This design comes from an exercise in tuning for small area, a short achievable clock period and few clock cycles on the open sky130 flow, not from production work.
Function was checked by simulation only, so behaviour that the tests miss may differ from the original.

==> module sobelKernel, before the edit <==
module sobelKernel (
	input  logic           clock,
	input  logic           resetApp,
	input  logic           go,
	input  logic           cmdIssue,
	input  logic           cmdOutside,
	input  logic           cmdBorder,
	input  logic           modeGray,
	input  sobelPkg::grayT tapP1, tapP2, tapP3, tapP4, tapP5,
	input  sobelPkg::grayT tapP6, tapP7, tapP8, tapP9,  
	input  logic [8:0]     tapPhase,                    
	output logic           s3Valid,
	output sobelPkg::grayT s3Magnitude
);
	function automatic logic [9:0] sum121(input sobelPkg::grayT a, b, c, input logic p);
		logic [9:0] sumBits, carryBits;
		sumBits   = '0;
		carryBits = '0;
		sumBits[0]   = a[0] ^ c[0];
		carryBits[1] = p ? (!a[0] && !c[0]) : (a[0] && c[0]);
		for (int i = 1; i < 8; i++) begin
			sumBits[i]     = a[i] ^ b[i-1] ^ c[i] ^ p;
			carryBits[i+1] = ((a[i] && b[i-1]) || (a[i] && c[i]) || (b[i-1] && c[i])) ^ p;
		end
		sumBits[8] = b[7] ^ p;
		sum121 = sumBits + carryBits;
	endfunction
	function automatic sobelPkg::grayT gradient(input logic [9:0] a, b);
		logic [8:0] diff;
		diff = {1'b0, a[7:0]} - {1'b0, b[7:0]};
		if (b[9:8] != 2'b00)      gradient = 8'd0;
		else if (a[9:8] != 2'b00) gradient = ~b[7:0];
		else                      gradient = diff[8] ? 8'd0 : diff[7:0];
	endfunction
	logic           s1Valid, s2Valid, s1Outside, s1Border;
	logic [9:0]     s1Top, s1Bottom, s1Left, s1Right;
	sobelPkg::grayT s2GradX, s2GradY;
	logic [8:0]     gradSum;
	always_ff @(posedge clock or posedge resetApp) begin
		if (resetApp) begin
			s1Valid <= 1'b0;
			s2Valid <= 1'b0;
			s3Valid <= 1'b0;
		end else if (go) begin
			s1Valid <= cmdIssue;
			s2Valid <= s1Valid;
			s3Valid <= s2Valid;
		end
	end
	assign gradSum = {1'b0, s2GradY} + {1'b0, s2GradX};
	always_ff @(posedge clock) begin
		if (go) begin
			s1Outside <= cmdOutside;
			s1Border  <= cmdBorder;
			s1Top     <= modeGray ? 10'(tapP5 ^ {8{tapPhase[4]}}) : sum121(tapP1, tapP2, tapP3, tapPhase[1]);
			s1Bottom  <= sum121(tapP7, tapP8, tapP9, tapPhase[7]);
			s1Left    <= sum121(tapP1, tapP4, tapP7, tapPhase[3]);
			s1Right   <= sum121(tapP3, tapP6, tapP9, tapPhase[5]);
			if (s1Outside) begin
				s2GradY <= 8'd0;
				s2GradX <= 8'd0;
			end else if (modeGray) begin
				s2GradY <= s1Top[7:0];
				s2GradX <= 8'd0;
			end else if (s1Border) begin
				s2GradY <= 8'hFF;
				s2GradX <= 8'd0;
			end else begin
				s2GradY <= gradient(s1Top, s1Bottom);
				s2GradX <= gradient(s1Right, s1Left);
			end
			s3Magnitude <= gradSum[8] ? 8'hFF : gradSum[7:0];
		end
	end
endmodule
Settings: LEC_CHECK=0, CAP_MARGIN=20, CORE_MARGIN=2, CORE_UTILIZATION=50, CTS_CLUSTER_DIAMETER=60, CTS_CLUSTER_SIZE=30, SETUP_SLACK_MARGIN=3.85, SLEW_MARGIN=20, SYNTH_HIERARCHICAL=1; clock period 6.5 ns.
run.sh (not shown) runs the stock make flow with config.mk's settings and CLKGATE_MAP_FILE= SYNTH_SCRIPT=/design/flow/synth_recipe.tcl, a recipe that flattens the netlist after the stock synthesis.
Testbench counts at the start, summed over its fixed seeds: cycles 38,760.
Next try:
--- a/flow/design.v
+++ b/flow/design.v
@@ -276,12 +276,13 @@
 		sumBits[8] = b[7] ^ p;
 		sum121 = sumBits + carryBits;
 	endfunction
-	function automatic sobelPkg::grayT gradient(input logic [9:0] a, b);
+	function automatic sobelPkg::grayT sat8(input logic [9:0] sum);
+		sat8 = (sum[9:8] != 2'b00) ? 8'hFF : sum[7:0];
+	endfunction
+	function automatic sobelPkg::grayT posDiff(input sobelPkg::grayT a, b);
 		logic [8:0] diff;
-		diff = {1'b0, a[7:0]} - {1'b0, b[7:0]};
-		if (b[9:8] != 2'b00)      gradient = 8'd0;
-		else if (a[9:8] != 2'b00) gradient = ~b[7:0];
-		else                      gradient = diff[8] ? 8'd0 : diff[7:0];
+		diff = {1'b0, a} - {1'b0, b};
+		posDiff = diff[8] ? 8'd0 : diff[7:0];
 	endfunction
 	logic           s1Valid, s2Valid, s1Outside, s1Border;
 	logic [9:0]     s1Top, s1Bottom, s1Left, s1Right;
@@ -317,8 +318,8 @@
 				s2GradY <= 8'hFF;
 				s2GradX <= 8'd0;
 			end else begin
-				s2GradY <= gradient(s1Top, s1Bottom);
-				s2GradX <= gradient(s1Right, s1Left);
+				s2GradY <= posDiff(sat8(s1Top), sat8(s1Bottom));
+				s2GradX <= posDiff(sat8(s1Right), sat8(s1Left));
 			end
 			s3Magnitude <= gradSum[8] ? 8'hFF : gradSum[7:0];
 		end
=> Synthesized cell count is about the same. Final cell count increases by 0.32%. Sequential cell count stays the same. Die area barely changes. Register-to-register slack loses 0.03 ns.
Testbench counts after the change, summed over its fixed seeds: cycles 38,760.

[port drivers added, routing unchanged]
In the flow no input, the clock included, has a driving cell. The finished layouts below were timed again as built, in two steps. Step 1 sets driving cells, clkbuf_16 on the clock port and buf_2 on the other inputs (assumed; they add their load-dependent delay and slew). Step 2 adds t to the input delays and takes it off the output delays; t is the mean of the earliest and latest rising clock arrival at the registers after step 1. Input paths then give back, and output paths get back, about the clock's delay inside the block. Slacks: no drivers / after step 1 / after step 2; pairs: no drivers / after step 1.
| run | shift t [ns] | slack for setup (ns) | worst setup path at the end | worst slew at a driven data input, ns | pins driven straight from the clock port |
|---|---|---|---|---|---|
| the first run | 0.845 | 3.835 / 3.773 / 3.195 | input to register | 0.04 | 1 |
| the second run | 0.839 | 3.805 / 3.797 / 3.228 | input to register | 0.04 | 1 |
After both steps every run listed still meets setup and hold. For the first run, which loses most, drivers alone change the setup slack by -0.062 ns; drivers and shift together by -0.640 ns.
